Background: an optimization exercise with open tools, aiming at small area, a short achievable clock period and few clock cycles per item. Do not read the settings as production practice. Power and IR drop assume default switching activity.

==> xenon: inputs <==
==> flow/design.v (excerpt) <==
module pattern_date_time_parser_top (
    input  logic                i_clk,
    input  logic                i_rst_n,
    input  logic                i_in_valid,
    output logic                o_in_stall,
    input  logic [8:0]          i_in_data,
    output logic                o_out_valid,
    input  logic                i_out_stall,
    output logic [50:0]         o_out_data,
    input  logic                i_cfg_wr_en,
    input  logic [0:0]          i_cfg_index,
    input  logic [63:0]         i_cfg_wdata
);
Settings: LEC_CHECK=0, CAP_MARGIN=20, CORE_MARGIN=2, CORE_UTILIZATION=40, SLEW_MARGIN=20; clock period 10.5 ns.
standard.sh (not shown) runs the stock make flow with config.mk's settings and CLKGATE_MAP_FILE= SYNTH_SCRIPT=/design/flow/synth_recipe.tcl, a recipe that flattens the netlist after the stock synthesis.
==> flow/flow/run.sh <==
#!/bin/bash
# Own layout flow: the standard ORFS flow (standard.sh), unchanged except
#  - port buffers use a small fast buffer cell (every port still gets one);
set -euo pipefail
export BUFFER_PORTS_ARGS="-buffer_cell sky130_fd_sc_hd__buf_2"
export SETUP_SLACK_MARGIN=7.5
bash standard.sh > standard.log 2>&1
==> inputs of onyx, as changes to xenon <==
--- a/flow/design.v
+++ b/flow/design.v
@@ -70,43 +70,37 @@
     logic [1:0]  n_n;
     logic        bad_n, failed_n;
     logic        wr7, wry, wrleap;
     logic        we_mon, we_day, we_hour, we_min, we_sec;
     logic [3:0]  hi;
     logic [6:0]  v7;
     logic [13:0] vy;
-    logic [9:0]  y_in;
     logic        vleap, vynz;
     logic [1:0]  vmc;
     logic [2:0]  vdc;
     logic        vtok_h, vtok_m;
     logic        lo_zero, lo_div4;
     logic        matched;
     logic        day_ok, valid;
     logic [13:0] n_year;
     logic        n_leap, n_ynz;
     logic [6:0]  n_month, n_day, n_hour, n_minute, n_second;
     logic [1:0]  n_mc;
     logic [2:0]  n_dc;
     logic        n_hok, n_mok, n_sok;
-    logic [63:0] codes_sh1, codes_sh2, codes_sh3;
-    logic [3:0]  w0, w1, w2;
+    logic [63:0] codes_sh1, codes_sh2;
     logic [4:0]  idx_p1, idx_p2, idx_n;
     logic        ge_p2, ge_p3;
     logic        e_l1, e_l2, e_g2, e_g3;
     assign step = i_valid && (!r_ov || !i_out_stall);
     assign codes_sh1 = {4'd0, i_codes[63:4]};
     assign codes_sh2 = {8'd0, i_codes[63:8]};
-    assign codes_sh3 = {12'd0, i_codes[63:12]};
     always_comb begin
-        w0   = codes_sh1[{r_idx[3:1], 3'b000} +: 4];
-        w1   = codes_sh2[{r_idx[3:1], 3'b000} +: 4];
-        w2   = codes_sh3[{r_idx[3:1], 3'b000} +: 4];
-        c1   = r_idx[0] ? w1 : w0;
-        c2   = r_idx[0] ? w2 : w1;
+        c1   = codes_sh1[{r_idx[3:0], 2'b00} +: 4];
+        c2   = codes_sh2[{r_idx[3:0], 2'b00} +: 4];
         cz   = i_codes[3:0];
         e_l1   = r_idx == 5'(i_len - 5'd1);
         e_l2   = r_idx == 5'(i_len - 5'd2);
         e_g2   = r_idx == 5'(i_lf - 5'd2);
         e_g3   = r_idx == 5'(i_lf - 5'd3);
         act1   = r_act && !e_l1;
         act2   = r_act && !e_l1 && !e_l2;
@@ -175,16 +169,20 @@
         end
         idx_n = ({5{inc == 2'd2}} & idx_p2) | ({5{inc == 2'd1}} & idx_p1) |
                 ({5{inc == 2'd0}} & r_idx);
         matched = !r_failed && r_ge1 &&
                   (!r_act || !f0 || (flex0 && (r_n[0] || i_dig)) || (!flex0 && done_fx));
         hi = (flex0 && r_n == 2'd0) ? 4'd0 : r_a;
         v7 = (badn && !(flex0 && r_n == 2'd0)) ? 7'd0 : 7'(7'(i_d) + 7'(hi) * 7'd10);
-        y_in = (r_n == 2'd0) ? (yy ? 10'd19 : 10'd0) : r_year[9:0];
-        vy   = badn ? (yy ? 14'd1900 : 14'd0) : 14'(14'(y_in) * 14'd10 + 14'(i_d));
+        if (badn)
+            vy = yy ? 14'd1900 : 14'd0;
+        else if (r_n == 2'd0)
+            vy = yy ? 14'(8'd190 + 8'(i_d)) : 14'(i_d);
+        else
+            vy = 14'(r_year * 14'd10 + 14'(i_d));
         if (badn)
             vynz = yy;
         else if (r_n == 2'd0)
             vynz = yy || (i_d != 4'd0);
         else
             vynz = r_ynz || (i_d != 4'd0);
         lo_zero = (r_a == 4'd0) && (i_d == 4'd0);
@@ -324,44 +322,37 @@
     output logic [50:0]         o_out_data,
     input  logic                i_cfg_wr_en,
     input  logic [0:0]          i_cfg_index,
     input  logic [63:0]         i_cfg_wdata
 );
     logic [63:0] r_codes;
     logic [4:0]  r_len;          
-    logic        r_cz;           
-    logic [4:0]  len;            
     logic [4:0]  r_lf;           
     logic        r_hv, r_sv;     
     logic [5:0]  r_head, r_skid;
     logic [5:0]  in_item;
     logic        in_dig;
     logic        step;
     logic        head_load;
     logic [4:0]  lf;
     always_ff @(posedge i_clk) begin
         if (!i_rst_n) begin
-            r_len <= '0;
-            r_cz  <= 1'b1;
+            r_codes <= '0;
+            r_len   <= '0;
         end else if (i_cfg_wr_en) begin
             if (i_cfg_index == pdtp_pkg::C_REG_PATTERN_CODES)
-                r_cz <= 1'b0;
+                r_codes <= i_cfg_wdata;
             else
                 r_len <= i_cfg_wdata[4] ? 5'd16 : {1'b0, i_cfg_wdata[3:0]};
         end
     end
-    always_ff @(posedge i_clk) begin
-        if (i_cfg_wr_en && i_cfg_index == pdtp_pkg::C_REG_PATTERN_CODES)
-            r_codes <= i_cfg_wdata;
-    end
-    assign len = r_cz ? 5'd0 : r_len;
     always_comb begin
         lf = 5'd0;
         for (int i = 0; i < pdtp_pkg::C_MAX_CODES; i++) begin
-            if (5'(i) < len && pdtp_pkg::is_field(r_codes[4*i +: 4]))
+            if (5'(i) < r_len && pdtp_pkg::is_field(r_codes[4*i +: 4]))
                 lf = 5'(i + 1);
         end
     end
     always_ff @(posedge i_clk) begin
         r_lf <= lf;
     end
     assign in_dig  = (i_in_data[8:5] == 4'd3) && (i_in_data[4:1] <= 4'd9);
@@ -391,15 +382,15 @@
         .i_clk       (i_clk),
         .i_rst_n     (i_rst_n),
         .i_valid     (r_hv),
         .i_last      (r_head[5]),
         .i_dig       (r_head[4]),
         .i_d         (r_head[3:0]),
         .i_codes     (r_codes),
-        .i_len       (len),
+        .i_len       (r_len),
         .i_lf        (r_lf),
         .i_lf_le1    (lf <= 5'd1),
         .i_out_stall (i_out_stall),
         .o_step      (step),
         .o_valid     (o_out_valid),
         .o_data      (o_out_data)
     );
==> summary.txt <==
item                                                                      onyx                      xenon
Result of the run                             no timing/DRC/antenna violations  no timing/DRC/antenna violations
Resized Gates After CTS                                                     72                         79
Pin count of the biggest net entering global routing                        85                         66
Cells after Synth                                                         1167                        964
Post-Place Setup Slack                                                 6250 ps                    6200 ps
Internal power component                                               1260 uW                    1260 uW
Area of the multi-input gates                                    0.00641 sq mm              0.00557 sq mm
Relative slew slack                                                      52.4%                      36.4%
GRT met3 Usage                                                           3.14%                      3.83%
Summed instance area of the synthesized netlist                   0.0106 sq mm              0.00995 sq mm
Routed length on met2                                                 13700 um                   13200 um
Static Leakage                                                      0.00506 uW                 0.00482 uW
Number of clock buffers in the layout                                       18                         17
Ys flop type                                          sky130_fd_sc_hd__dfxtp_1  sky130_fd_sc_hd__edfxtp_1
Met2 Usage GRT                                                           33.7%                      34.3%
Global placer's final weighted congestion                                0.896                      0.990
Placeable core area                                               0.0260 sq mm               0.0244 sq mm
Syn Nets                                                                  1300                       1085
Maximum achievable frequency                                         0.312 GHz                  0.287 GHz
Function was not checked in any run of this note: the RTL went through the layout flow alone.

-- static timing again, ports no longer ideal --
Ports are ideal in the flow. The routed layouts listed here were re-timed in OpenROAD. Step 1 (the two cells are an assumption about what drives the block):
set clk [get_ports {i_clk}]
set_driving_cell -lib_cell sky130_fd_sc_hd__clkbuf_16 $clk
set_driving_cell -lib_cell sky130_fd_sc_hd__buf_2 [delete_from_list [all_inputs] $clk]
Step 2 adds t to the input delays and takes it off the output delays; t is the mean of the earliest and latest rising clock arrival at the registers after step 1. Input paths then give back, and output paths get back, about the clock's delay inside the block. Slacks: ideal ports / drivers / drivers and shift; pairs: ideal ports / drivers.
run	t, ns	setup WS [ns]	worst setup path after step 2	worst register clock-pin slew, ns	cell pins on the clock port's net
xenon	0.478	7.015 / 7.015 / 7.010	input to register	0.08 / 0.08	1
onyx	0.482	7.300 / 7.300 / 7.038	input to register	0.08 / 0.08	1
After both steps setup and hold are still met in every run listed. For onyx, which loses most, drivers alone change the setup slack by 0.000 ns; drivers and shift together by -0.262 ns.
